Background: an optimization exercise with open tools, aiming at small area, a short achievable clock period and few clock cycles per item. Do not read the settings as production practice. Function was checked by simulation only, so behaviour that the tests miss may differ from the original. Power is estimated from default activity; no workload was simulated.

--- flow/config.mk ---
export PLATFORM = sky130hd
export DESIGN_NAME = priority_button_rule_resolver
export DESIGN_NICKNAME = priority_button_rule_resolver
export VERILOG_FILES = /design/flow/design.v
export SDC_FILE = /design/flow/constraint.sdc
export NUM_CORES = 4
export LEC_CHECK = 0
export CAP_MARGIN = 20
export CORE_MARGIN = 2
export CORE_UTILIZATION = 70
export CTS_CLUSTER_DIAMETER = 60
export CTS_CLUSTER_SIZE = 20
export SETUP_SLACK_MARGIN = 2.2
export SLEW_MARGIN = 20
export BUFFER_PORTS_ARGS = -buffer_cell sky130_fd_sc_hd__buf_1
export CTS_ARGS = -sink_clustering_enable -repair_clock_nets -sink_clustering_size 20 -sink_clustering_max_diameter 60 -dont_use_dummy_load
--- flow/constraint.sdc ---
create_clock -name core_clock -period 4.5 [get_ports {clk}]
set_input_delay 0.9000 -clock core_clock [delete_from_list [all_inputs] [get_ports {clk}]]
set_output_delay 0.9000 -clock core_clock [all_outputs]
set_load 0.01 [all_outputs]
--- flow/design.v ---
package pbr_pkg;
  localparam int NUM_RULES_DEF = 8;
  localparam int IDX_W         = 3;
  localparam int MASK_W        = 16;
  localparam int PRIO_W        = 8;
  localparam int COORD_W       = 8;
  localparam int FORM_W        = 2;
  localparam int KEY_W         = 8;
  localparam int CFG_IDX_W     = 3;
  localparam int CFG_DATA_W    = 16;
  localparam int IN_DATA_W     = 96;
  localparam int OUT_DATA_W    = 56;
  localparam logic [2:0] ST_RESOLVED    = 3'd0;
  localparam logic [2:0] ST_NO_MATCH    = 3'd1;
  localparam logic [2:0] ST_AMBIGUOUS   = 3'd2;
  localparam logic [2:0] ST_BAD_OUTPUTS = 3'd3;
  localparam logic [2:0] ST_BAD_POLICY  = 3'd4;
  localparam logic [2:0] ST_BAD_KEY     = 3'd5;
  localparam logic [2:0] ST_BAD_FORM    = 3'd6;
endpackage
module pbr_cell (
  input  logic        clk,
  input  logic        rst_n,
  input  logic        we0,
  input  logic        w_en,
  input  logic [15:0] w_trig,
  input  logic [15:0] buttons,
  output logic        fire,
  input  logic        we1,
  input  logic [7:0]  w_prio,
  input  logic [15:0] w_outs,
  input  logic [1:0]  w_form,
  input  logic        w_needs,
  input  logic [15:0] w_pos,
  input  logic [15:0] known,
  output logic [7:0]  prio,
  output logic [15:0] outs,
  output logic [1:0]  form,
  output logic        needs,
  output logic [15:0] pos,
  output logic        stray
);
  logic        live_r;
  logic [15:0] trig_r;
  always_ff @(posedge clk) begin
    if (!rst_n)   live_r <= 1'b0;
    else if (we0) live_r <= w_en && (w_trig != 16'd0);
  end
  always_ff @(posedge clk) begin
    if (we0) trig_r <= w_trig;
  end
  assign fire = live_r && ((buttons & trig_r) == trig_r);
  always_ff @(posedge clk) begin
    if (we1) begin
      prio  <= w_prio;
      outs  <= w_outs;
      form  <= w_form;
      needs <= w_needs;
      pos   <= w_pos;
    end
  end
  always_ff @(posedge clk) begin
    stray <= |(outs & ~known);
  end
endmodule
module pbr_pick (
  input  logic [7:0]        fire,
  input  logic [63:0]       ge,
  input  logic [63:0]       eq,
  output logic [7:0]        win,
  output logic              amb
);
  logic [7:0] ambi;
  always_comb begin
    for (int i = 0; i < 8; i++) begin
      logic blk;
      logic tie;
      blk = 1'b0;
      tie = 1'b0;
      for (int j = 0; j < 8; j++) begin
        if (j < i) blk = blk | (fire[j] & ge[j*8+i]);
        if (j > i) begin
          blk = blk | (fire[j] & ~ge[i*8+j]);
          tie = tie | (fire[j] & eq[i*8+j]);
        end
      end
      win[i]  = fire[i] & ~blk;
      ambi[i] = tie;
    end
  end
  assign amb = |(win & ambi);
endmodule
module pbr_out (
  input  logic [7:0]        win,
  input  logic              amb,
  input  logic [7:0]        kx,        
  input  logic              badkey,
  input  logic [63:0]       prio,
  input  logic [127:0]      outs,
  input  logic [127:0]      pos,
  input  logic [15:0]       form,
  input  logic [7:0]        needs,
  input  logic [7:0]        stray,
  input  logic [15:0]       known,
  output logic [54:0]       res
);
  logic        found;
  logic [2:0]  sel;
  logic [7:0]  w_prio;
  logic [15:0] w_outs;
  logic [15:0] w_pos;
  logic [1:0]  w_form;
  logic        w_needs;
  logic        w_stray;
  assign found = |win;
  assign sel   = {|(win & 8'hF0), |(win & 8'hCC), |(win & 8'hAA)};
  always_comb begin
    w_prio  = '0;
    w_outs  = '0;
    w_pos   = '0;
    w_form  = '0;
    w_needs = 1'b0;
    w_stray = 1'b0;
    for (int i = 0; i < 8; i++) begin
      w_prio  = w_prio  | ({8{win[i]}}  & prio[i*8 +: 8]);
      w_outs  = w_outs  | ({16{win[i]}} & outs[i*16 +: 16]);
      w_pos   = w_pos   | ({16{win[i]}} & pos[i*16 +: 16]);
      w_form  = w_form  | ({2{win[i]}}  & form[i*2 +: 2]);
      w_needs = w_needs | (win[i] & needs[i]);
      w_stray = w_stray | (win[i] & stray[i]);
    end
  end
  logic [2:0]  status;
  logic [15:0] bits, detail;
  logic [7:0]  x, y;
  always_comb begin
    status = pbr_pkg::ST_NO_MATCH;
    bits   = '0;
    detail = '0;
    x      = '0;
    y      = '0;
    if (found) begin
      if (amb) begin
        status = pbr_pkg::ST_AMBIGUOUS;
        detail = {8'd0, w_prio};
      end else begin
        bits = w_outs & known;
        if (w_stray) begin
          status = pbr_pkg::ST_BAD_OUTPUTS;
          detail = w_outs & ~known;
        end else if (w_form == 2'd0) begin
          status = pbr_pkg::ST_RESOLVED;
          x      = w_pos[7:0];
          y      = w_pos[15:8];
        end else if (w_form == 2'd1) begin
          if (!w_needs) begin
            status = pbr_pkg::ST_BAD_POLICY;
          end else if (badkey) begin
            status = pbr_pkg::ST_BAD_KEY;
            detail = {8'd0, kx};
          end else begin
            status = pbr_pkg::ST_RESOLVED;
            x      = kx;
            y      = w_pos[15:8];
          end
        end else begin
          status = pbr_pkg::ST_BAD_FORM;
          detail = {14'd0, w_form};
        end
      end
    end
  end
  assign res = {detail, y, x, bits, sel, found, status};
endmodule
module priority_button_rule_resolver
#(
  parameter int NUM_RULES = pbr_pkg::NUM_RULES_DEF
) (
  input  logic                  clk,
  input  logic                  rst_n,
  input  logic                  in_tvalid,
  output logic                  in_tready,
  input  logic [pbr_pkg::IN_DATA_W-1:0]  in_tdata,
  input  logic [0:0]            in_tuser,
  output logic                  out_tvalid,
  input  logic                  out_tready,
  output logic [pbr_pkg::OUT_DATA_W-1:0] out_tdata,
  input  logic                  cfg_we,
  input  logic [pbr_pkg::CFG_IDX_W-1:0]  cfg_index,
  input  logic [pbr_pkg::CFG_DATA_W-1:0] cfg_wdata
);
  logic        custom_en;
  logic [7:0]  custom_l, custom_n, custom_r;
  logic [7:0]  default_l, default_n, default_r;
  logic [15:0] known;
  always_ff @(posedge clk) begin
    if (!rst_n) begin
      custom_en <= 1'b0;
      custom_l  <= 8'd0;
      custom_n  <= 8'd128;
      custom_r  <= 8'd255;
      default_l <= 8'd0;
      default_n <= 8'd128;
      default_r <= 8'd255;
      known     <= 16'hFFFF;
    end else if (cfg_we) begin
      case (cfg_index)
        3'd0: custom_en <= cfg_wdata[0];
        3'd1: custom_l  <= cfg_wdata[7:0];
        3'd2: custom_n  <= cfg_wdata[7:0];
        3'd3: custom_r  <= cfg_wdata[7:0];
        3'd4: default_l <= cfg_wdata[7:0];
        3'd5: default_n <= cfg_wdata[7:0];
        3'd6: default_r <= cfg_wdata[7:0];
        default: known  <= cfg_wdata;
      endcase
    end
  end
  logic out_v;
  logic adv, acc, acc_wr, acc_lk;
  assign adv       = !out_v || out_tready;
  assign in_tready = adv;
  assign acc       = in_tvalid && adv;
  assign acc_wr    = acc && in_tuser[0];
  assign acc_lk    = acc && !in_tuser[0];
  logic        r1_v, r1_w;
  logic [7:0]  r1_fire;
  logic [7:0]  r1_kx;
  logic        r1_badkey;
  logic [2:0]  r1_k;
  logic [7:0]  r1_prio;
  logic [15:0] r1_outs;
  logic [1:0]  r1_form;
  logic        r1_needs;
  logic [15:0] r1_pos;
  logic [7:0]        fire;
  logic [63:0]       prio;
  logic [127:0]      outs;
  logic [15:0]       form;
  logic [7:0]        needs;
  logic [127:0]      pos;
  logic [7:0]        stray;
  for (genvar g = 0; g < 8; g++) begin : g_cell
    pbr_cell u_cell (
      .clk     (clk),
      .rst_n   (rst_n),
      .we0     (acc_wr && (in_tdata[2:0] == 3'(g))),
      .w_en    (in_tdata[3]),
      .w_trig  (in_tdata[19:4]),
      .buttons (in_tdata[86:71]),
      .fire    (fire[g]),
      .we1     (adv && r1_w && (r1_k == 3'(g))),
      .w_prio  (r1_prio),
      .w_outs  (r1_outs),
      .w_form  (r1_form),
      .w_needs (r1_needs),
      .w_pos   (r1_pos),
      .known   (known),
      .prio    (prio[g*8 +: 8]),
      .outs    (outs[g*16 +: 16]),
      .form    (form[g*2 +: 2]),
      .needs   (needs[g]),
      .pos     (pos[g*16 +: 16]),
      .stray   (stray[g])
    );
  end
  logic [7:0] key;
  logic [7:0] dir_x;
  logic       key_bad;
  assign key = in_tdata[94:87];
  always_comb begin
    key_bad = 1'b0;
    case (key)
      8'd1, 8'd4, 8'd7: dir_x = custom_en ? custom_l : default_l;
      8'd3, 8'd6, 8'd9: dir_x = custom_en ? custom_r : default_r;
      8'd2, 8'd5, 8'd8: dir_x = custom_en ? custom_n : default_n;
      default: begin
        dir_x   = key;
        key_bad = 1'b1;
      end
    endcase
  end
  always_ff @(posedge clk) begin
    if (!rst_n) begin
      r1_v <= 1'b0;
      r1_w <= 1'b0;
    end else if (adv) begin
      r1_v <= acc_lk;
      r1_w <= acc_wr;
    end
  end
  always_ff @(posedge clk) begin
    if (adv) begin
      r1_k      <= in_tdata[2:0];
      r1_prio   <= in_tdata[27:20];
      r1_form   <= in_tdata[29:28];
      r1_needs  <= in_tuser[0] ? in_tdata[46]     : key_bad;
      r1_outs   <= in_tuser[0] ? in_tdata[70:55]  : {dir_x, fire};
      r1_pos    <= {(in_tdata[29:28] == 2'd0) ? in_tdata[45:38] : in_tdata[54:47],
                    in_tdata[37:30]};
    end
  end
  assign r1_fire   = r1_outs[7:0];
  assign r1_kx     = r1_outs[15:8];
  assign r1_badkey = r1_needs;
  logic [7:0] p_gt, p_eq;
  for (genvar g = 0; g < 8; g++) begin : g_cmp
    logic [7:0] a, b, g1, e1;
    logic [3:0] g2, e2;
    logic [1:0] g3, e3;
    assign a  = r1_prio;
    assign b  = prio[g*8 +: 8];
    assign g1 = a & ~b;
    assign e1 = ~(a ^ b);
    for (genvar k = 0; k < 4; k++) begin : g_l2
      assign g2[k] = g1[2*k+1] | (e1[2*k+1] & g1[2*k]);
      assign e2[k] = e1[2*k+1] & e1[2*k];
    end
    for (genvar k = 0; k < 2; k++) begin : g_l3
      assign g3[k] = g2[2*k+1] | (e2[2*k+1] & g2[2*k]);
      assign e3[k] = e2[2*k+1] & e2[2*k];
    end
    assign p_gt[g] = g3[1] | (e3[1] & g3[0]);
    assign p_eq[g] = e3[1] & e3[0];
  end
  logic [63:0] ge_r, eq_r;
  always_ff @(posedge clk) begin
    for (int i = 0; i < 8; i++) begin
      for (int j = 0; j < 8; j++) if (j > i) begin
        if (r1_w && r1_k == 3'(i)) begin
          ge_r[i*8+j] <= p_gt[j] || p_eq[j];
          eq_r[i*8+j] <= p_eq[j];
        end else if (r1_w && r1_k == 3'(j)) begin
          ge_r[i*8+j] <= !p_gt[i];
          eq_r[i*8+j] <= p_eq[i];
        end
      end
    end
  end
  logic [7:0] win;
  logic       amb;
  pbr_pick u_pick (
    .fire (r1_fire),
    .ge   (ge_r),
    .eq   (eq_r),
    .win  (win),
    .amb  (amb)
  );
  logic       r2_v;
  logic [7:0] r2_win;
  logic       r2_amb;
  logic [7:0] r2_kx;
  logic       r2_badkey;
  always_ff @(posedge clk) begin
    if (!rst_n)   r2_v <= 1'b0;
    else if (adv) r2_v <= r1_v;
  end
  always_ff @(posedge clk) begin
    if (adv) begin
      r2_win    <= win;
      r2_amb    <= amb;
      r2_kx     <= r1_kx;
      r2_badkey <= r1_badkey;
    end
  end
  logic [54:0] res_nxt, res_r;
  pbr_out u_out (
    .win    (r2_win),
    .amb    (r2_amb),
    .kx     (r2_kx),
    .badkey (r2_badkey),
    .prio   (prio),
    .outs   (outs),
    .pos    (pos),
    .form   (form),
    .needs  (needs),
    .stray  (stray),
    .known  (known),
    .res    (res_nxt)
  );
  always_ff @(posedge clk) begin
    if (!rst_n)   out_v <= 1'b0;
    else if (adv) out_v <= r2_v;
  end
  always_ff @(posedge clk) begin
    if (adv) res_r <= res_nxt;
  end
  assign out_tvalid = out_v;
  assign out_tdata  = {1'b0, res_r};
endmodule
--- flow/flow/run.sh ---
#!/bin/bash
# Own flow: the standard flow, with two changes:
# - the ports are buffered by the smallest buffer (sky130_fd_sc_hd__buf_1)
#   instead of the default port buffer cell; every port still gets its own
#   buffer, and the resizer upsizes them where timing needs it;
# - clock tree synthesis inserts no dummy loads (same clustering as config.mk).
set -euo pipefail
cat >> config.mk <<'EOC'
export BUFFER_PORTS_ARGS = -buffer_cell sky130_fd_sc_hd__buf_1
export CTS_ARGS = -sink_clustering_enable -repair_clock_nets -sink_clustering_size 20 -sink_clustering_max_diameter 60 -dont_use_dummy_load
EOC
bash standard.sh > standard_flow.log 2>&1
--- flow/standard.sh ---
#!/bin/bash
# synth_recipe.tcl (not shown) runs the flow's synth.tcl, then flattens the netlist and writes it again
# the make line also repeats each setting of config.mk as NAME=value (left out here)
make -C /OpenROAD-flow-scripts/flow DESIGN_CONFIG=/design/flow/config.mk WORK_HOME=/design/flow/orfs CLKGATE_MAP_FILE= SYNTH_SCRIPT=/design/flow/synth_recipe.tcl "${@:-finish}"
==> flow_metrics.py, run 1 <==
metrics = {
    "run_status": {
        "status": "finished clean",
    },
    "cells_and_area": {
        "nNetsFinal": 2558,
        "num_antenna_cells": 0,
        "syn_to_final_growth_pct": 13.6,
        "fill_cells": 2344,
        "drive_gt1_share_pct": 14.1,
    },
    "global_route": {
        "grt_start_max_net_pins": 59,
        "antenna_found_initial": 1,
        "grt.total_usage_pct": 38.9,
        "grt-ovfl-total": 0,
        "grt_pass1_wl_mm": 126,
        "grt_pass1_vias": 20200,
    },
    "worst_setup_path": {
        "cp_common_cell": "buf_6",
        "regToRegStartpoint": "r2_win[6]$_DFFE_PN_",
        "crit_family": "buffers and inverters",
        "cp_max_fo": 5,
        "crit_type": "primary input to output pin",
        "crit_path_start": "out_tready",
        "crit_chain": "buf_6, nor2b_4, buf_12, clkinv_16, buf_6",
        "timing.critical_path.buf_inv": 4,
        "required_ns": 3.60,
        "r2r_slack_ns": 2.19,
        "cpMaxStageDelayCell": "buf_12",
        "crit_path_end_kind": "output pin",
        "crit_arrival_ns": 1.46,
        "start_kind": "primary input",
        "critical-path-max-stage-delay_ns": 0.14,
    },
    "place": {
        "place.gp.congestion": 0.995,
        "numPortBuffers": 176,
        "hpwl_mm": 54.1,
    },
    "synth": {
        "postSynthAreaPerCell_sq_um": 14.4,
        "synth_common_cells": "edfxtp_1, nand2_1, a22oi_1",
        "syn_nets": 2279,
        "synth_top_area_share_pct": 64.6,
        "ys_seq_elements": 732,
        "yosys_warnings": 4,
        "ys_types": 75,
        "ys.flop_type": "edfxtp_1",
        "yosys-top-cells-area": "edfxtp_1, dfxtp_1, a22oi_1, ha_1, nand2_1",
        "ys_async_sr_fraction_pct": 0,
        "synth_top_area_cell": "edfxtp_1",
        "syn_area_sq_um": 30100,
        "synth_edf_count": 647,
        "yosysMostFrequentCell": "edfxtp_1",
        "ys_seq_area_share_pct": 70.3,
        "syn-instance-count": 2094,
    },
    "floorplanning": {
        "die_area_sq_um": 44600,
        "die_y_um": 211,
        "coreArea_sq_um": 42100,
        "die_x_um": 211,
        "row_count": 75,
        "start_util_pct": 71.3,
        "io_pins": 179,
    },
    "sta": {
        "period_needed_ns": 2.36,
        "tns_ns": 0,
        "fin_skew_ns": 0.0409,
        "rsz0062_at_grt": "yes",
        "hold_viol": 0,
        "finalSetupViolations": 0,
        "slew_viol_final": 0,
        "period_share_pct": 52.3,
        "max_freq_mhz": 425,
        "slew_headroom_pct": 28.5,
        "worst_pin_slew_ns": 1.06,
    },
    "clock_tree": {
        "clk_transition_reported_paths_ns": 0.08,
        "postCtsHoldBufs": 0,
        "ctsHtreeMaxLevel": 2,
        "clock_sinks": 732,
        "cts-buffers-inserted": 47,
        "cts_buffer_depth": 3,
        "worstSkewPairLatency_ns": 0.61,
        "cts_tree": "done",
        "cts_root_buf": "clkbuf_16",
    },
    "drt": {
        "wl_mm": 88.4,
        "ant_nets": 0,
        "wl_per_cell_um": 30.4,
        "drt_iter0_markers": 3501,
        "first_pass_iters": 9,
        "detailroute.via_count": 21100,
        "viasPerCell": 7.25,
        "drc": 0,
    },
    "worst_hold_path": {
        "worstHoldStart": "in_tdata[32]",
        "hold_path_class": "primary input to register",
    },
    "pwr": {
        "ir_drop_uv": 453,
        "leakage_nw": 11.9,
        "power_mw": 12.9,
        "p_per_area_nw_per_um2": 379,
    },
    "job": {
        "drv_cap": 0,
    },
}
[worst reg2reg max path, stage by stage, from the launching register on]
cell	delay (ns)
edfxtp_1	0.51
buf_6	0.38
a22oi_1	0.12
and4_1	0.29
o21ai_0	0.34
nand4b_4	0.29
a31oi_1	0.24
[path summary, 6_finish.rpt]
check / end / depth (start not counted)
max reg2reg: res_r[35]$_SDFFCE_PP0N_ / 6
min reg2reg: r2_v$_SDFFE_PN0N_ / 2
max: in_tready / 5
min: r1_pos[2]$_DFFE_PN_ / 1
[through the flow]
stage / std cells / utilization, % / area (sq um) / hold slack (ns) / setup WS (ns)
after floorplan: 2094 / - / 30200 / 0.435 / 1.85
after global placement: 2757 / 74.6 / 31400 / 0.445 / 1.26
after detailed placement: 2757 / 74.6 / 31400 / 0.457 / 1.20
after CTS: 2868 / 79.4 / 33400 / 0.443 / 2.01
after global routing: 2910 / 81.0 / 34100 / 0.456 / 2.13
final: 2910 / 81.0 / 34100 / 0.463 / 2.14
[sequential cells by signal, summed over array words and instances, names as in the netlist, 28 cells and up]
| register | cells |
|---|---|
| eq_r | 28 |
| g_cell.u_cell.trig_r | 128 |
| res_r | 55 |
| g_cell.u_cell.pos | 128 |
| ge_r | 28 |
| g_cell.u_cell.outs | 128 |
| g_cell.u_cell.prio | 64 |
[power breakdown]
part	total (mW)	switching, mW	internal, mW
registers	7.75	0.152	7.60
logic	1.25	0.810	0.437
clock network	3.93	2.08	1.85
total	12.9	3.05	9.89
[kinds of logic after synthesis]
kind of cell	share of synthesized area (%)
other cells	0.0125
flops	70.3
buf+inv	2.90
simple gates	7.86
mux	1.39
xor+xnor	0.0583
fa+ha+maj	2.66
compound gates	14.8
[routing by layer]
layer	vias up	global-route usage [%]	wire, um
met5	-	0	0
met4	0	19.4	5120
met3	332	6.99	11100
met2	1724	61.9	41400
met1	10200	52.6	30700
li1	8826	-	-
[layout by cell type, fill, tap and decap left out, types with 21 or more instances in the layout]
cell type,instances
dfxtp_1,83
buf_1,172
nor2_1,27
a22oi_1,159
buf_4,107
nand4_1,45
nand2_1,189
clkbuf_16,47
mux2_2,31
a21boi_0,38
inv_1,108
edfxtp_1,647
nand2b_1,21
a22o_1,71
a21oi_1,21
a21o_1,24
a221oi_1,65
o21ai_0,48
ha_1,53
nand3_1,35
[cell type report]
cell class / count / area (sq um) / share of cell area, %
sequential: 732 / 21100 / 61.9
multi-input combinational: 1145 / 8630 / 25.3
timing repair buffer: 316 / 2000 / 5.85
clock buffer: 47 / 1180 / 3.44
tap: 539 / 674 / 1.98
inverter: 128 / 507 / 1.48
timing repair inverter: 3 / 31.3 / 0.0916
[timing repair]
action                     in CTS  in global routing
setup endpoints to repair     551                407
gates cloned                    3                  2
pin swaps                      12                 26
setup buffers                  61                 40
resized for setup              59                 77
Testbench counts, summed over its fixed seeds: cycles 12,024, items 12,000.
==> run 2, diff against run 1 <==
--- a/flow/config.mk
+++ b/flow/config.mk
@@ -8,5 +8,5 @@
 export CAP_MARGIN = 20
 export CORE_MARGIN = 2
-export CORE_UTILIZATION = 70
+export CORE_UTILIZATION = 66
 export CTS_CLUSTER_DIAMETER = 60
 export CTS_CLUSTER_SIZE = 20
==> flow_metrics.py, run 2 <==
metrics = {
    "run_status": {
        "status": "finished clean",
    },
    "synth": {
        "ys_seq_area_share_pct": 70.3,
        "ys_seq_elements": 732,
        "ys.flop_type": "edfxtp_1",
        "yosys_warnings": 4,
        "yosysMostFrequentCell": "edfxtp_1",
        "synth_top_area_share_pct": 64.6,
        "ys_types": 75,
        "ys_async_sr_fraction_pct": 0,
        "synth_common_cells": "edfxtp_1, nand2_1, a22oi_1",
        "yosys-top-cells-area": "edfxtp_1, dfxtp_1, a22oi_1, ha_1, nand2_1",
        "postSynthAreaPerCell_sq_um": 14.4,
        "synth_top_area_cell": "edfxtp_1",
        "syn_nets": 2279,
        "syn_area_sq_um": 30100,
        "synth_edf_count": 647,
        "syn-instance-count": 2094,
    },
    "pwr": {
        "power_switching_mw": 3.03,
        "power_mw": 12.9,
        "clkPwrFrac_pct": 30.8,
        "ir_drop_uv": 396,
        "p_per_area_nw_per_um2": 381,
        "pwr-share-comb_pct": 9.2,
        "leakage_nw": 11.7,
        "p_seq_share_pct": 60.0,
        "intPower_mw": 9.90,
        "swShare_pct": 23.4,
    },
    "drt": {
        "detailroute.via_count": 20600,
        "topRoutingLayerUsed": "met4",
        "wl_mm": 86.3,
        "first_pass_iters": 8,
        "route.met2.wl_mm": 41.9,
        "wl_per_cell_um": 29.3,
        "drc": 0,
        "routed-wl-met3_mm": 9.60,
        "drt_iter0_markers": 2817,
        "viasPerCell": 7.01,
        "ant_nets": 0,
        "met1_length_mm": 30.9,
    },
    "place": {
        "numPortBuffers": 176,
        "hpwl_mm": 53.4,
        "dpl_cell_area_sq_um": 31400,
        "place.gp.congestion": 0.936,
    },
    "clock_tree": {
        "worstSkewPairLatency_ns": 0.61,
        "cts_tree": "done",
        "clock_sinks": 732,
        "cts_root_buf": "clkbuf_16",
        "ctsHtreeMaxLevel": 2,
        "postCtsHoldBufs": 0,
        "cts_buffer_depth": 3,
        "clk_transition_reported_paths_ns": 0.07,
        "cts-buffers-inserted": 48,
    },
    "worst_setup_path": {
        "crit_chain": "buf_6, buf_6, ha_4, and2_4, a221o_1, a221oi_4, and2_4, o21ai_1",
        "cpMaxStageDelayCell": "edfxtp_1",
        "required_ns": 4.84,
        "crit_family": "compound AO/OA/AOI/OAI gates",
        "crit_arrival_ns": 2.71,
        "crit_type": "register to register",
        "crit_path_end_kind": "register",
        "critical-path-max-stage-delay_ns": 0.43,
        "timing.critical_path.buf_inv": 2,
        "cp_max_fo": 3,
        "start_kind": "register",
    },
    "global_route": {
        "antenna_found_initial": 0,
        "grt-ovfl-total": 0,
        "grt_pass1_wl_mm": 125,
        "grt_start_max_net_pins": 71,
        "grt.total_usage_pct": 36.1,
        "grt_pass1_vias": 20100,
    },
    "cells_and_area": {
        "final_common_cell": "edfxtp_1",
        "syn_to_final_growth_pct": 12.9,
        "utilization_pct": 75.1,
        "seq_area_sq_um": 21100,
        "num_antenna_cells": 0,
        "final_cell_mix": "edfxtp_1, nand2_1, buf_1",
        "fin_area_sq_um": 33900,
        "multiInputGateArea_sq_um": 8600,
        "fill_cells": 2848,
        "top_regs": "g_cell.u_cell.outs x128, g_cell.u_cell.pos x128, g_cell.u_cell.trig_r x128",
        "drive_gt1_share_pct": 13.3,
        "nNetsFinal": 2532,
    },
    "floorplanning": {
        "row_count": 78,
        "io_pins": 179,
        "die_x_um": 217,
        "coreArea_sq_um": 45200,
        "die_area_sq_um": 47300,
        "die_y_um": 217,
        "start_util_pct": 66.5,
    },
    "sta": {
        "rsz0062_at_grt": "yes",
        "max_freq_mhz": 422,
        "tns_ns": 0,
        "finalSetupViolations": 0,
        "hold_viol": 0,
        "slew_viol_final": 0,
        "slew_headroom_pct": 34.0,
        "fin_skew_ns": 0.0409,
        "period_needed_ns": 2.37,
        "worst_pin_slew_ns": 0.983,
        "period_share_pct": 52.6,
    },
    "job": {
        "drv_cap": 0,
    },
    "worst_hold_path": {
        "hold_path_class": "primary input to register",
    },
}
-- run 2: through the flow --
| step | hold WS, ns | instances | worst slack (ns) |
|---|---|---|---|
| 3_3_place_gp | 0.445 | 2807 | 1.35 |
| 4_1_cts | 0.436 | 2925 | 1.97 |
| 6_report | 0.459 | 2945 | 2.13 |
| 3_5_place_dp | 0.456 | 2807 | 1.24 |
| 5_1_grt | 0.451 | 2945 | 2.06 |
| 2_1_floorplan | 0.435 | 2094 | 1.85 |
-- run 2: routing by layer --
layer,up-vias,GRT usage (%)
li1,8777,-
met1,10200,48.6
met2,1478,59.1
met3,232,6.28
met4,0,14.6
met5,-,0
-- run 2: cell type report --
| type | count | area share [%] |
|---|---|---|
| timing repair inverter | 2 | 0.0664 |
| sequential | 732 | 62.3 |
| clock buffer | 48 | 3.54 |
| multi-input combinational | 1146 | 25.3 |
| inverter | 128 | 1.49 |
| timing repair buffer | 289 | 5.03 |
| tap | 600 | 2.21 |
-- run 2: repair_timing --
action                                  in CTS  in global routing
endpoints found under the hold margin        0                  0
gates cloned                                 3                  2
setup buffers                               67                 18
endpoints found under the setup margin     600                411
resized for setup                           52                 84
pin swaps                                   22                 16
-- run 2: power groups by stage --
stage | logic [mW] | registers (mW) | clock network [mW]
after floorplan | 0.574 | 7.88 | 0
after detailed placement | 1.00 | 7.93 | 0
after global routing | 1.26 | 7.77 | 4.22
final | 1.19 | 7.76 | 3.98
after CTS | 1.11 | 7.76 | 4.00
after global placement | 0.983 | 7.93 | 0
-- run 2: final timing paths --
path | to | slack, ns | startpoint | depth (start not counted)
worst max-delay path | ge_r[3]$_DFFE_PP_ | 2.13 | r1_prio[3]$_DFFE_PN_ | 8
worst min-delay path | r1_prio[0]$_DFFE_PN_ | 0.46 | in_tdata[20] | 1
worst max register to register | ge_r[3]$_DFFE_PP_ | 2.13 | r1_prio[3]$_DFFE_PN_ | 8
worst min register to register | custom_l[0]$_SDFFE_PN0P_ | 0.46 | custom_l[0]$_SDFFE_PN0P_ | 2
-- run 2: worst reg2reg max path: stages (launching register included) --
cell and delay (ns):
edfxtp_1 0.43, buf_6 0.16, buf_6 0.11, ha_4 0.23, and2_4 0.16, a221o_1 0.33, a221oi_4 0.38, and2_4 0.24
o21ai_1 0.07
-- run 2: logic make-up (layout without fill, tap and decap cells) --
| kind of cell | count (synthesis) | after routing | share of synthesized area (%) |
|---|---|---|---|
| flip-flops | 732 | 732 | 70.3 |
| AO/OA/AOI/OAI | 575 | 575 | 14.8 |
| AND/OR/NAND/NOR | 463 | 466 | 7.86 |
| buffers and inverters | 219 | 467 | 2.90 |
| adder cells (fa/ha/maj) | 64 | 64 | 2.66 |
| multiplexers | 38 | 38 | 1.39 |
| XOR/XNOR | 2 | 2 | 0.0583 |
| other | 1 | 1 | 0.0125 |
==> run 3, diff against run 2 <==
--- a/flow/config.mk
+++ b/flow/config.mk
@@ -8,8 +8,8 @@
 export CAP_MARGIN = 20
 export CORE_MARGIN = 2
-export CORE_UTILIZATION = 66
+export CORE_UTILIZATION = 62
 export CTS_CLUSTER_DIAMETER = 60
 export CTS_CLUSTER_SIZE = 20
-export SETUP_SLACK_MARGIN = 2.2
+export SETUP_SLACK_MARGIN = 2.3
 export SLEW_MARGIN = 20
 export BUFFER_PORTS_ARGS = -buffer_cell sky130_fd_sc_hd__buf_1
==> flow_metrics.py, run 3 <==
metrics = {
    "run_status": {
        "status": "finished clean",
    },
    "sta": {
        "fin_skew_ns": 0.0554,
        "setup_ws_ns": 2.17,
        "finalSetupViolations": 0,
        "worst_pin_slew_ns": 0.935,
        "max_freq_mhz": 429,
        "hold_viol": 0,
        "tns_ns": 0,
        "slew_viol_final": 0,
        "period_needed_ns": 2.33,
        "slew_headroom_pct": 37.7,
        "period_share_pct": 51.8,
        "rsz0062_at_grt": "yes",
    },
    "cells_and_area": {
        "final_cell_mix": "edfxtp_1, nand2_1, buf_1",
        "top_regs": "g_cell.u_cell.outs x128, g_cell.u_cell.pos x128, g_cell.u_cell.trig_r x128",
        "utilization_pct": 72.6,
        "fin_area_sq_um": 34700,
        "num_antenna_cells": 0,
        "final_common_cell": "edfxtp_1",
        "drive_gt1_share_pct": 15.6,
        "syn_to_final_growth_pct": 15.4,
        "fill_cells": 3191,
        "nNetsFinal": 2574,
    },
    "clock_tree": {
        "clock_sinks": 732,
        "cts_tree": "done",
        "cts-buffers-inserted": 50,
        "clk_transition_reported_paths_ns": 0.08,
        "cts_root_buf": "clkbuf_16",
        "ctsHtreeMaxLevel": 2,
        "cts_buffer_depth": 3,
        "worstSkewPairLatency_ns": 0.62,
    },
    "worst_setup_path": {
        "crit_type": "register to register",
        "critical-path-max-stage-delay_ns": 0.48,
        "crit_family": "compound AO/OA/AOI/OAI gates",
        "cpMaxStageDelayCell": "edfxtp_1",
        "r2r_slack_ns": 2.17,
        "timing.critical_path.buf_inv": 1,
        "r2r_end": "ge_r[2]$_DFFE_PP_",
        "cp_common_cell": "and2_4",
        "required_ns": 4.83,
        "r2r.worst_path.cells": 7,
        "crit_chain": "buf_6, ha_4, and2_4, a221o_1, a221oi_4, and2_4, o21ai_2",
        "crit_arrival_ns": 2.66,
        "regToRegStartpoint": "r1_prio[2]$_DFFE_PN_",
        "start_kind": "register",
        "cp_max_fo": 4,
        "crit_path_end_kind": "register",
    },
    "pwr": {
        "power_switching_mw": 3.09,
        "power_mw": 13.1,
        "p_per_area_nw_per_um2": 379,
        "pwr-share-comb_pct": 9.9,
        "p_seq_share_pct": 59.1,
        "clkPwrFrac_pct": 31.0,
        "ir_drop_uv": 381,
        "leakage_nw": 12.1,
        "intPower_mw": 10.0,
        "swShare_pct": 23.5,
    },
    "synth": {
        "syn-instance-count": 2094,
        "ys_types": 75,
        "syn_nets": 2279,
        "syn_area_sq_um": 30100,
        "synth_common_cells": "edfxtp_1, nand2_1, a22oi_1",
        "yosys-top-cells-area": "edfxtp_1, dfxtp_1, a22oi_1, ha_1, nand2_1",
        "yosys_warnings": 4,
        "ys_seq_elements": 732,
        "ys.flop_type": "edfxtp_1",
        "synth_top_area_cell": "edfxtp_1",
        "postSynthAreaPerCell_sq_um": 14.4,
        "synth_edf_count": 647,
        "ys_seq_area_share_pct": 70.3,
        "ys_async_sr_fraction_pct": 0,
        "yosysMostFrequentCell": "edfxtp_1",
        "synth_top_area_share_pct": 64.6,
    },
    "floorplanning": {
        "start_util_pct": 62.9,
        "coreArea_sq_um": 47700,
        "die_area_sq_um": 50200,
        "io_pins": 179,
        "die_y_um": 224,
        "row_count": 80,
        "die_x_um": 224,
    },
    "global_route": {
        "grt_pass1_wl_mm": 126,
        "met2_usage_pct": 56.2,
        "grtUsageMet1_pct": 46.3,
        "antenna_found_initial": 1,
        "grt_pass1_vias": 19900,
        "grt-busiest-layer": "met2",
        "grt_use_met3_pct": 5.57,
        "grt_start_max_net_pins": 67,
        "grt-ovfl-total": 0,
        "grt.total_usage_pct": 34.4,
    },
    "drt": {
        "first_pass_iters": 5,
        "wl_per_cell_um": 29.5,
        "viasPerCell": 6.88,
        "drc": 0,
        "drt_iter0_markers": 2527,
        "ant_nets": 0,
        "detailroute.via_count": 20700,
        "wl_mm": 88.6,
    },
    "place": {
        "numPortBuffers": 176,
        "dpl_cell_area_sq_um": 31400,
        "place.gp.congestion": 0.964,
        "dp_slack_ns": 1.17,
        "hpwl_mm": 53.6,
    },
    "worst_hold_path": {
        "min_delay_path_depth": 1,
        "worstHoldStart": "in_tdata[34]",
        "hold_path_class": "primary input to register",
        "min_to": "r1_pos[4]$_DFFE_PN_",
    },
    "job": {
        "drv_cap": 0,
    },
}
-- run 3: per-layer routing --
metal	vias to the layer above	part of all wire, %
li1	8863	-
met1	10200	37
met2	1358	48
met3	243	10
met4	0	5.0
met5	-	0
-- run 3: power by group through the flow --
stage	registers, mW	logic, mW	clock network [mW]
global route	7.77	1.37	4.31
global placement	7.92	1.00	0
detailed placement	7.93	1.02	0
CTS	7.76	1.16	4.10
floorplan	7.88	0.574	0
finish	7.76	1.30	4.08
-- run 3: worst max-delay path by stage --
stage | startpoint | end | slack [ns] | depth (start not counted)
6_report | r1_prio[2]$_DFFE_PN_ | ge_r[2]$_DFFE_PP_ | 2.17 | 7
5_1_grt | r1_prio[2]$_DFFE_PN_ | ge_r[2]$_DFFE_PP_ | 2.14 | 7
4_1_cts | out_tready | in_tready | 2.03 | 4
3_5_place_dp | out_tready | g_cell[4].u_cell.live_r$_SDFFE_PN0P_ | 1.17 | 7
3_3_place_gp | out_tready | g_cell[4].u_cell.live_r$_SDFFE_PN0P_ | 1.31 | 7
2_1_floorplan | out_tready | g_cell[0].u_cell.live_r$_SDFFE_PN0P_ | 1.85 | 6
-- run 3: worst register-to-register path: stages (launching register included) --
cell and delay [ns]:
edfxtp_1 0.48, buf_6 0.19, ha_4 0.21, and2_4 0.14, a221o_1 0.37, a221oi_4 0.41, and2_4 0.23, o21ai_2 0.05
-- run 3: kinds of logic after synthesis --
kind of cell	share of synthesized area, %
AOI/OAI and AO/OA	14.8
DFF	70.3
and+or+nand+nor	7.86
xor gates and xnor gates	0.0583
muxes	1.39
other	0.0125
adders and majority gates	2.66
buffers and inverters	2.90
-- run 3: repair_timing --
action | 4_1_cts | 5_1_grt
endpoints found under the setup margin | 614 | 469
resized for setup | 90 | 83
cloned | 3 | 5
hold buffers | 0 | 0
buffers inserted | 74 | 46
pin swaps | 28 | 28
-- run 3: area by class of cell --
cell class	count	area, sq um	share of cell area, %
sequential	732	21100	60.9
multi-input combinational	1144	8730	25.2
timing repair buffer	331	2270	6.55
clock buffer	50	1250	3.61
tap	615	769	2.22
inverter	128	507	1.46
timing repair inverter	2	22.5	0.0649
-- run 3: through the flow --
step,std cells,hold WS [ns]
after floorplan,2094,0.435
after global placement,2824,0.445
after detailed placement,2824,0.454
after CTS,2951,0.424
after global routing,3002,0.436
final,3002,0.443
==> run 4, diff against run 3 <==
--- a/flow/config.mk
+++ b/flow/config.mk
@@ -11,5 +11,5 @@
 export CTS_CLUSTER_DIAMETER = 60
 export CTS_CLUSTER_SIZE = 20
-export SETUP_SLACK_MARGIN = 2.3
+export SETUP_SLACK_MARGIN = 2.2
 export SLEW_MARGIN = 20
 export BUFFER_PORTS_ARGS = -buffer_cell sky130_fd_sc_hd__buf_1
==> flow_metrics.py, run 4 <==
metrics = {
    "run_status": {
        "status": "finished clean",
    },
    "clock_tree": {
        "cts-buffers-inserted": 49,
        "cts_buffer_depth": 3,
        "ctsHtreeMaxLevel": 2,
        "clock_sinks": 732,
        "cts_tree": "done",
        "postCtsHoldBufs": 0,
        "clk_transition_reported_paths_ns": 0.08,
        "cts_root_buf": "clkbuf_16",
        "worstSkewPairLatency_ns": 0.63,
    },
    "pwr": {
        "p_seq_share_pct": 59.7,
        "clkPwrFrac_pct": 31.0,
        "intPower_mw": 9.94,
        "p_per_area_nw_per_um2": 382,
        "pwr-share-comb_pct": 9.3,
        "leakage_nw": 11.8,
        "ir_drop_uv": 373,
        "swShare_pct": 23.5,
        "power_switching_mw": 3.05,
    },
    "sta": {
        "slew_viol_final": 0,
        "period_needed_ns": 2.36,
        "worst_pin_slew_ns": 0.974,
        "max_freq_mhz": 424,
        "setup_ws_ns": 2.14,
        "hold_viol": 0,
        "tns_ns": 0,
        "fin_hold_ws_ns": 0.451,
        "slew_headroom_pct": 34.6,
        "fin_skew_ns": 0.0681,
        "finalSetupViolations": 0,
        "period_share_pct": 52.4,
        "rsz0062_at_grt": "yes",
    },
    "drt": {
        "wl_per_cell_um": 29.5,
        "drc": 0,
        "wl_mm": 87.8,
        "detailroute.via_count": 20600,
        "first_pass_iters": 6,
        "viasPerCell": 6.94,
        "drt_iter0_markers": 2644,
        "ant_nets": 0,
    },
    "worst_setup_path": {
        "timing.critical_path.buf_inv": 1,
        "cpMaxStageDelayCell": "edfxtp_1",
        "crit_chain": "buf_6, ha_4, a21o_1, a221o_1, a221oi_4, and2_4, o21ai_0",
        "required_ns": 4.82,
        "crit_family": "compound AO/OA/AOI/OAI gates",
        "crit_path_end_kind": "register",
        "r2r_slack_ns": 2.14,
        "crit_arrival_ns": 2.68,
        "crit_type": "register to register",
        "cp_max_fo": 3,
        "start_kind": "register",
        "critical-path-max-stage-delay_ns": 0.43,
    },
    "cells_and_area": {
        "syn_to_final_growth_pct": 13.1,
        "fin_area_sq_um": 34000,
        "fill_cells": 3226,
        "nNetsFinal": 2545,
        "final_cell_mix": "edfxtp_1, nand2_1, buf_1",
        "utilization_pct": 71.2,
        "final_common_cell": "edfxtp_1",
        "drive_gt1_share_pct": 13.1,
        "top_regs": "g_cell.u_cell.outs x128, g_cell.u_cell.pos x128, g_cell.u_cell.trig_r x128",
    },
    "synth": {
        "ys_seq_elements": 732,
        "syn_area_sq_um": 30100,
        "yosys-top-cells-area": "edfxtp_1, dfxtp_1, a22oi_1, ha_1, nand2_1",
        "ys_async_sr_fraction_pct": 0,
        "synth_top_area_share_pct": 64.6,
        "syn_nets": 2279,
        "synth_edf_count": 647,
        "yosysMostFrequentCell": "edfxtp_1",
        "postSynthAreaPerCell_sq_um": 14.4,
        "ys.flop_type": "edfxtp_1",
        "synth_common_cells": "edfxtp_1, nand2_1, a22oi_1",
        "syn-instance-count": 2094,
        "yosys_warnings": 4,
        "ys_types": 75,
        "synth_top_area_cell": "edfxtp_1",
        "ys_seq_area_share_pct": 70.3,
    },
    "floorplanning": {
        "die_y_um": 224,
        "io_pins": 179,
        "row_count": 80,
        "die_x_um": 224,
        "start_util_pct": 62.9,
        "coreArea_sq_um": 47700,
        "die_area_sq_um": 50200,
    },
    "place": {
        "dp_slack_ns": 1.22,
        "numPortBuffers": 176,
        "dpl_cell_area_sq_um": 31500,
        "place.gp.congestion": 0.967,
        "hpwl_mm": 54.7,
    },
    "worst_hold_path": {
        "hold_path_class": "primary input to register",
    },
    "global_route": {
        "grt-ovfl-total": 0,
        "grt_pass1_vias": 20200,
        "grt_start_max_net_pins": 61,
        "grt_pass1_wl_mm": 128,
        "grt.total_usage_pct": 35.1,
        "antenna_found_initial": 2,
    },
    "job": {
        "drv_cap": 0,
    },
}
==> run 4: cell types whose count changed in the layout (fill, tap and decap cells not counted), sizes merged, moves of 2 or more <==
| cell | before | now |
|---|---|---|
| nor2 | 52 | 55 |
| diode | 0 | 3 |
| clkbuf | 56 | 51 |
| bufbuf | 2 | 0 |
| buf | 323 | 298 |
==> run 4: through the flow <==
stage,cells,power (mW)
5_1_grt,2974,13.3
3_3_place_gp,2833,8.93
2_1_floorplan,2094,8.45
6_report,2976,13.0
4_1_cts,2951,12.9
3_5_place_dp,2833,8.96
==> run 4: cells by family after synthesis <==
kind of cell / share of synthesized area [%]
other: 0.0125
muxes: 1.39
xor gates and xnor gates: 0.0583
and+or+nand+nor: 7.86
buffers and inverters: 2.90
adders and majority gates: 2.66
AOI/OAI and AO/OA: 14.8
DFF: 70.3
==> run 4: routing by layer <==
layer	wire [um]	vias up	share of wire [%]	track usage (%)
met3	9190	232	10	5.92
li1	-	8823	-	-
met2	41700	1359	48	57.0
met1	32900	10200	37	47.3
met5	0	-	0	0
met4	4030	0	4.6	15.1
==> run 4: worst paths after layout <==
path              depth (start not counted)             endpoint                  from
setup / recovery                          7    ge_r[3]$_DFFE_PP_  r1_prio[1]$_DFFE_PN_
hold reg to reg                           2    r1_v$_SDFFE_PN0N_     r1_v$_SDFFE_PN0N_
setup reg to reg                          7    ge_r[3]$_DFFE_PP_  r1_prio[1]$_DFFE_PN_
hold / removal                            1  r1_pos[4]$_DFFE_PN_          in_tdata[34]
==> run 4: layout make-up <==
type,count,area [sq um],share of cell area (%)
flip-flops and latches,732,21100,62.2
multi-input cells,1147,8540,25.1
repair buffers,300,1800,5.31
clock buffers,49,1230,3.61
well taps,615,769,2.26
inverters,128,497,1.46
repair inverters,2,17.5,0.0515
diodes,3,7.51,0.0221
==> run 4: what timing repair did <==
item | 4_1_cts | 5_1_grt
setup buffers | 63 | 22
pin swaps | 22 | 15
resized for setup | 59 | 49
setup endpoints to repair | 517 | 342
cloned | 6 | 0
==> run 4: power groups by stage <==
| stage | Sequential [mW] | Combinational [mW] | Clock [mW] |
|---|---|---|---|
| 2_1_floorplan | 7.88 | 0.574 | 0 |
| 3_3_place_gp | 7.92 | 1.01 | 0 |
| 3_5_place_dp | 7.93 | 1.03 | 0 |
| 4_1_cts | 7.75 | 1.13 | 4.07 |
| 5_1_grt | 7.77 | 1.27 | 4.29 |
| 6_report | 7.76 | 1.20 | 4.03 |
==> run 5, diff against run 4 <==
--- a/flow/flow/run.sh
+++ b/flow/flow/run.sh
@@ -8,5 +8,5 @@
 cat >> config.mk <<'EOC'
 export BUFFER_PORTS_ARGS = -buffer_cell sky130_fd_sc_hd__buf_1
-export CTS_ARGS = -sink_clustering_enable -repair_clock_nets -sink_clustering_size 20 -sink_clustering_max_diameter 60 -dont_use_dummy_load
+export CTS_ARGS = -sink_clustering_enable -repair_clock_nets -sink_clustering_size 30 -sink_clustering_max_diameter 80 -dont_use_dummy_load
 EOC
 bash standard.sh > standard_flow.log 2>&1
==> flow/config.mk (replaced) <==
export PLATFORM = sky130hd
export DESIGN_NAME = priority_button_rule_resolver
export DESIGN_NICKNAME = priority_button_rule_resolver
export VERILOG_FILES = /design/flow/design.v
export SDC_FILE = /design/flow/constraint.sdc
export NUM_CORES = 4
export LEC_CHECK = 0
export CAP_MARGIN = 20
export CORE_MARGIN = 2
export CORE_UTILIZATION = 62
export CTS_CLUSTER_DIAMETER = 80
export CTS_CLUSTER_SIZE = 30
export SETUP_SLACK_MARGIN = 2.25
export SLEW_MARGIN = 20
export BUFFER_PORTS_ARGS = -buffer_cell sky130_fd_sc_hd__buf_1
export CTS_ARGS = -sink_clustering_enable -repair_clock_nets -sink_clustering_size 30 -sink_clustering_max_diameter 80 -dont_use_dummy_load
==> flow_metrics.py, run 5 <==
metrics = {
    "run_status": {
        "status": "finished clean",
    },
    "cells_and_area": {
        "num_antenna_cells": 0,
        "multiInputGateArea_sq_um": 8790,
        "final_cell_mix": "edfxtp_1, nand2_1, buf_1",
        "seq_area_sq_um": 21100,
        "fill_cells": 3116,
        "fin_area_sq_um": 34400,
        "drive_gt1_share_pct": 15.3,
        "final_common_cell": "edfxtp_1",
        "syn_to_final_growth_pct": 14.5,
        "top_regs": "g_cell.u_cell.outs x128, g_cell.u_cell.pos x128, g_cell.u_cell.trig_r x128",
        "nNetsFinal": 2570,
    },
    "drt": {
        "detailroute.via_count": 20600,
        "wl_mm": 88.0,
        "first_pass_iters": 5,
        "wl_per_cell_um": 29.4,
        "drc": 0,
        "ant_nets": 0,
        "drt_iter0_markers": 2495,
        "viasPerCell": 6.88,
    },
    "floorplanning": {
        "row_count": 80,
        "die_y_um": 224,
        "io_pins": 179,
        "start_util_pct": 62.9,
        "die_x_um": 224,
        "coreArea_sq_um": 47700,
        "die_area_sq_um": 50200,
    },
    "clock_tree": {
        "clock_sinks": 732,
        "cts_buffer_depth": 3,
        "cts_tree": "done",
        "worstSkewPairLatency_ns": 0.60,
        "ctsHtreeMaxLevel": 2,
        "cts_root_buf": "clkbuf_16",
        "clk_transition_reported_paths_ns": 0.08,
        "cts-buffers-inserted": 37,
    },
    "worst_setup_path": {
        "crit_arrival_ns": 2.71,
        "r2r_slack_ns": 2.10,
        "start_kind": "register",
        "cp_max_fo": 3,
        "crit_path_end_kind": "register",
        "crit_type": "register to register",
        "required_ns": 4.81,
    },
    "sta": {
        "slew_viol_final": 0,
        "slew_headroom_pct": 27.3,
        "tns_ns": 0,
        "worst_pin_slew_ns": 1.09,
        "rsz0062_at_grt": "yes",
        "max_freq_mhz": 416,
        "fin_hold_ws_ns": 0.465,
        "finalSetupViolations": 0,
        "fin_skew_ns": 0.0465,
        "period_needed_ns": 2.40,
        "hold_viol": 0,
        "period_share_pct": 53.4,
        "setup_ws_ns": 2.10,
    },
    "worst_hold_path": {
        "hold_path_class": "register to register",
    },
    "synth": {
        "ys_async_sr_fraction_pct": 0,
        "yosysMostFrequentCell": "edfxtp_1",
        "synth_top_area_share_pct": 64.6,
        "synth_edf_count": 647,
        "ys_types": 75,
        "syn_nets": 2279,
        "syn-instance-count": 2094,
        "syn_area_sq_um": 30100,
        "ys.flop_type": "edfxtp_1",
        "ys_seq_elements": 732,
        "yosys_warnings": 4,
        "yosys-top-cells-area": "edfxtp_1, dfxtp_1, a22oi_1, ha_1, nand2_1",
        "postSynthAreaPerCell_sq_um": 14.4,
        "synth_top_area_cell": "edfxtp_1",
        "ys_seq_area_share_pct": 70.3,
        "synth_common_cells": "edfxtp_1, nand2_1, a22oi_1",
    },
    "pwr": {
        "power_mw": 12.5,
        "p_per_area_nw_per_um2": 365,
        "leakage_nw": 11.9,
        "ir_drop_uv": 375,
    },
    "global_route": {
        "grt.total_usage_pct": 34.3,
        "grt_pass1_vias": 19700,
        "grt-ovfl-total": 0,
        "grt_pass1_wl_mm": 126,
        "antenna_found_initial": 1,
        "grt_start_max_net_pins": 74,
    },
    "place": {
        "numPortBuffers": 176,
        "place.gp.congestion": 0.963,
        "dpl_cell_area_sq_um": 31600,
        "dp_slack_ns": 1.33,
        "hpwl_mm": 54.3,
    },
    "job": {
        "drv_cap": 0,
    },
}
[run 5: repair_timing]
action | CTS | global route
gates resized for setup | 88 | 76
hold buffers | 0 | 0
pin swaps | 33 | 29
setup buffers | 80 | 39
cloned | 5 | 4
endpoints found under the setup margin | 629 | 339
[run 5: cells by family (layout without fill, tap and decap cells)]
family / after synthesis / count (layout) / share of synthesized area [%]
flops: 732 / 732 / 70.3
compound gates: 575 / 575 / 14.8
simple gates: 463 / 467 / 7.86
buf+inv: 219 / 504 / 2.90
fa+ha+maj: 64 / 64 / 2.66
mux: 38 / 38 / 1.39
xor+xnor: 2 / 2 / 0.0583
other cells: 1 / 1 / 0.0125
[run 5: final timing paths]
path	from	end	cells after the start
worst min-delay path	default_n[5]$_SDFFE_PN0P_	default_n[5]$_SDFFE_PN0P_	2
worst max register to register	r1_prio[1]$_DFFE_PN_	ge_r[3]$_DFFE_PP_	8
worst max-delay path	r1_prio[1]$_DFFE_PN_	ge_r[3]$_DFFE_PP_	8
worst min register to register	default_n[5]$_SDFFE_PN0P_	default_n[5]$_SDFFE_PN0P_	2
[run 5: layout make-up]
type	count	area share [%]
tap	615	2.24
inverter	128	1.44
multi-input combinational	1147	25.5
timing repair inverter	2	0.0509
clock buffer	37	2.69
timing repair buffer	337	6.61
sequential	732	61.4
[run 5: metrics by stage]
step	utilization, %	cells
floorplan	-	2094
global placement	66.1	2833
detailed placement	66.1	2833
CTS	70.5	2955
global route	72.1	2998
finish	72.1	2998
[run 5: worst max-delay path: stages (launching register included)]
cell and delay [ns]:
edfxtp_1 0.43, buf_6 0.15, buf_12 0.12, ha_4 0.20, a21o_1 0.15, a221o_1 0.37
a221oi_4 0.41, and2_4 0.25, o21ai_2 0.05
[run 5: report_power, final]
part	switching, mW	internal (mW)
logic	0.819	0.482
clock network	2.01	1.48
registers	0.150	7.60
total	2.98	9.56
[run 5: per-layer routing]
layer	vias to the layer above	wire (um)	track usage, %	part of all wire, %
li1	8861	-	-	-
met5	-	0	0	0
met3	243	8500	5.00	9.7
met2	1278	42100	56.5	48
met1	10200	33300	46.1	38
met4	0	4180	15.0	4.8
==> run 6, diff against run 5 <==
==> flow/flow/run.sh (replaced) <==
#!/bin/bash
# Own flow: the standard flow, with two changes:
# - the ports are buffered by the smallest buffer (sky130_fd_sc_hd__buf_1)
#   instead of the default port buffer cell; every port still gets its own
#   buffer, and the resizer upsizes them where timing needs it;
# - clock tree synthesis inserts no dummy loads.
set -euo pipefail
cat >> config.mk <<'EOC'
export BUFFER_PORTS_ARGS = -buffer_cell sky130_fd_sc_hd__buf_1
export CTS_ARGS = -sink_clustering_enable -repair_clock_nets -dont_use_dummy_load
EOC
bash standard.sh > standard_flow.log 2>&1
==> flow/config.mk (replaced) <==
export PLATFORM = sky130hd
export DESIGN_NAME = priority_button_rule_resolver
export DESIGN_NICKNAME = priority_button_rule_resolver
export VERILOG_FILES = /design/flow/design.v
export SDC_FILE = /design/flow/constraint.sdc
export NUM_CORES = 4
export LEC_CHECK = 0
export CAP_MARGIN = 20
export CORE_MARGIN = 2
export CORE_UTILIZATION = 62
export SETUP_SLACK_MARGIN = 2.2
export SLEW_MARGIN = 20
export BUFFER_PORTS_ARGS = -buffer_cell sky130_fd_sc_hd__buf_1
export CTS_ARGS = -sink_clustering_enable -repair_clock_nets -dont_use_dummy_load
==> flow_metrics.py, run 6 <==
metrics = {
    "run_status": {
        "status": "finished clean",
    },
    "sta": {
        "slew_viol_final": 0,
        "hold_viol": 0,
        "slew_headroom_pct": 32.4,
        "fin_skew_ns": 0.0621,
        "finalSetupViolations": 0,
        "period_share_pct": 51.0,
        "rsz0062_at_grt": "yes",
        "setup_ws_ns": 2.20,
        "tns_ns": 0,
        "period_needed_ns": 2.30,
        "worst_pin_slew_ns": 1.01,
        "max_freq_mhz": 435,
    },
    "synth": {
        "syn_nets": 2279,
        "synth_top_area_cell": "edfxtp_1",
        "yosys-top-cells-area": "edfxtp_1, dfxtp_1, a22oi_1, ha_1, nand2_1",
        "synth_common_cells": "edfxtp_1, nand2_1, a22oi_1",
        "yosys_warnings": 4,
        "ys_types": 75,
        "syn_area_sq_um": 30100,
        "synth_edf_count": 647,
        "ys.flop_type": "edfxtp_1",
        "synth_top_area_share_pct": 64.6,
        "ys_seq_area_share_pct": 70.3,
        "postSynthAreaPerCell_sq_um": 14.4,
        "yosysMostFrequentCell": "edfxtp_1",
        "syn-instance-count": 2094,
        "ys_async_sr_fraction_pct": 0,
        "ys_seq_elements": 732,
    },
    "drt": {
        "wl_mm": 88.9,
        "detailroute.via_count": 21000,
        "drc": 0,
        "viasPerCell": 6.98,
        "first_pass_iters": 8,
        "wl_per_cell_um": 29.5,
        "drt_iter0_markers": 2754,
        "ant_nets": 0,
    },
    "global_route": {
        "antenna_found_initial": 2,
        "grt_start_max_net_pins": 61,
        "grt_pass1_wl_mm": 130,
        "grt.total_usage_pct": 35.4,
        "grt_pass1_vias": 20500,
        "grt-ovfl-total": 0,
    },
    "clock_tree": {
        "cts-buffers-inserted": 74,
        "clock_sinks": 732,
        "clk_transition_reported_paths_ns": 0.06,
        "postCtsHoldBufs": 0,
        "cts_root_buf": "clkbuf_16",
        "ctsHtreeMaxLevel": 3,
        "worstSkewPairLatency_ns": 0.63,
        "cts_buffer_depth": 3,
        "cts_tree": "done",
    },
    "floorplanning": {
        "start_util_pct": 62.9,
        "coreArea_sq_um": 47700,
        "row_count": 80,
        "die_y_um": 224,
        "die_area_sq_um": 50200,
        "die_x_um": 224,
        "io_pins": 179,
    },
    "job": {
        "drv_cap": 0,
    },
    "cells_and_area": {
        "fin_area_sq_um": 34800,
        "nNetsFinal": 2581,
        "final_cell_mix": "edfxtp_1, nand2_1, buf_1",
        "final_common_cell": "edfxtp_1",
        "num_antenna_cells": 0,
        "utilization_pct": 72.9,
        "top_regs": "g_cell.u_cell.outs x128, g_cell.u_cell.pos x128, g_cell.u_cell.trig_r x128",
        "syn_to_final_growth_pct": 15.9,
        "drive_gt1_share_pct": 14.6,
    },
    "pwr": {
        "leakage_nw": 12.2,
        "ir_drop_uv": 358,
        "p_per_area_nw_per_um2": 407,
        "power_mw": 14.2,
    },
    "place": {
        "dpl_cell_area_sq_um": 31500,
        "place.gp.congestion": 0.967,
        "dp_slack_ns": 1.22,
        "numPortBuffers": 176,
        "hpwl_mm": 54.7,
    },
    "worst_setup_path": {
        "crit_path_start": "r2_win[3]$_DFFE_PN_",
        "crit_arrival_ns": 2.63,
        "cp_max_fo": 38,
        "r2r_slack_ns": 2.20,
        "required_ns": 4.84,
        "crit_type": "register to register",
        "critPathCapture": "res_r[43]$_SDFFCE_PP0N_",
        "regToRegStartpoint": "r2_win[3]$_DFFE_PN_",
        "start_kind": "register",
        "r2r.worst_path.cells": 6,
        "crit_path_end_kind": "register",
        "r2r_end": "res_r[43]$_SDFFCE_PP0N_",
    },
    "worst_hold_path": {
        "hold_path_class": "primary input to register",
    },
}
## run 6: final cells by class
type,instances,area (sq um)
well taps,615,769
repair inverters,2,17.5
repair buffers,311,1960
inverters,128,497
fillers,3136,12900
clock buffers,74,1850
flip-flops and latches,732,21100
multi-input cells,1147,8600
## run 6: cell families (layout without fill, tap and decap cells)
| group | Yosys count | count (layout) | synth area share (%) |
|---|---|---|---|
| multiplexers | 38 | 38 | 1.39 |
| AO/OA/AOI/OAI | 575 | 575 | 14.8 |
| buffers and inverters | 219 | 515 | 2.90 |
| flip-flops | 732 | 732 | 70.3 |
| other | 1 | 1 | 0.0125 |
| AND/OR/NAND/NOR | 463 | 467 | 7.86 |
| adder cells (fa/ha/maj) | 64 | 64 | 2.66 |
| XOR/XNOR | 2 | 2 | 0.0583 |
## run 6: worst max-delay path, cell delays in order, from the launching register on
cell and delay [ns]:
edfxtp_1 0.52, buf_12 0.27, a22oi_1 0.22, nand2_1 0.15, or2_4 0.32, a31oi_1 0.42
a21oi_1 0.13
## run 6: what timing repair did
item	CTS	global route
pin swaps	22	24
setup endpoints to repair	520	336
cloned	6	1
buffers inserted	63	32
resized for setup	54	64
## run 6: routing by layer
layer  vias up  global-route usage [%]  part of all wire (%)
li1       8891                       -                     -
met1     10400                    46.9                    37
met2      1465                    57.1                    47
met3       281                    6.99                    11
met4         4                    16.3                   5.1
met5         -                       0                 0.026
## run 6: worst min path at each step
stage                                    startpoint                         to  cells after the start  slack, ns
after global routing                   in_tdata[34]        r1_pos[4]$_DFFE_PN_                      1       0.44
after global placement    default_r[7]$_SDFFE_PN1P_  default_r[7]$_SDFFE_PN1P_                      2       0.45
after detailed placement   custom_r[7]$_SDFFE_PN1P_   custom_r[7]$_SDFFE_PN1P_                      2       0.45
final                                  in_tdata[34]        r1_pos[4]$_DFFE_PN_                      1       0.46
after floorplan            custom_n[7]$_SDFFE_PN1P_   custom_n[7]$_SDFFE_PN1P_                      2       0.44
after CTS                              in_tdata[31]        r1_pos[1]$_DFFE_PN_                      1       0.43
## run 6: report_power, final
group	leakage, nW	internal [mW]	switching [mW]
registers	6.86	7.62	0.152
clock network	0.912	2.88	2.31
logic	4.40	0.428	0.792
## run 6: per-stage QoR
stage | cells | hold WS [ns]
after floorplan | 2094 | 0.435
after global placement | 2833 | 0.446
after detailed placement | 2833 | 0.454
after CTS | 2976 | 0.434
after global routing | 3009 | 0.436
final | 3009 | 0.456

## what the ideal ports hide
In the flow no input, the clock included, has a driving cell. The finished layouts below were timed again as built, in two steps.
Step 1, drivers: a clkbuf_16 drives clk and a buf_2 each remaining input, both assumed.
Step 2 adds t to the input delays and takes it off the output delays; t is the mean of the earliest and latest rising clock arrival at the registers after step 1. Input paths then give back, and output paths get back, about the clock's delay inside the block.
Three values: no drivers, after step 1, after step 2; two values: the first two.
run | t (ns) | setup slack, ns | worst hold slack (ns) | worst data-port slew with drivers (ns) | cell pins on the clock port's net
run 1 | 0.647 | 2.145 / 2.109 / 1.672 | 0.463 / 0.434 / 0.469 | 0.05 | 1
run 2 | 0.650 | 2.131 / 2.130 / 1.623 | 0.459 / 0.424 / 0.464 | 0.06 | 1
run 3 | 0.655 | 2.171 / 2.135 / 1.759 | 0.443 / 0.410 / 0.465 | 0.05 | 1
run 4 | 0.659 | 2.144 / 2.144 / 1.678 | 0.451 / 0.414 / 0.462 | 0.05 | 1
run 5 | 0.639 | 2.096 / 2.096 / 1.656 | 0.465 / 0.448 / 0.465 | 0.06 | 1
run 6 | 0.660 | 2.204 / 2.172 / 1.608 | 0.456 / 0.416 / 0.463 | 0.05 | 1
After both steps setup and hold are still met in every run listed. For run 6, which loses most, drivers alone change the setup slack by -0.032 ns; drivers and shift together by -0.596 ns.
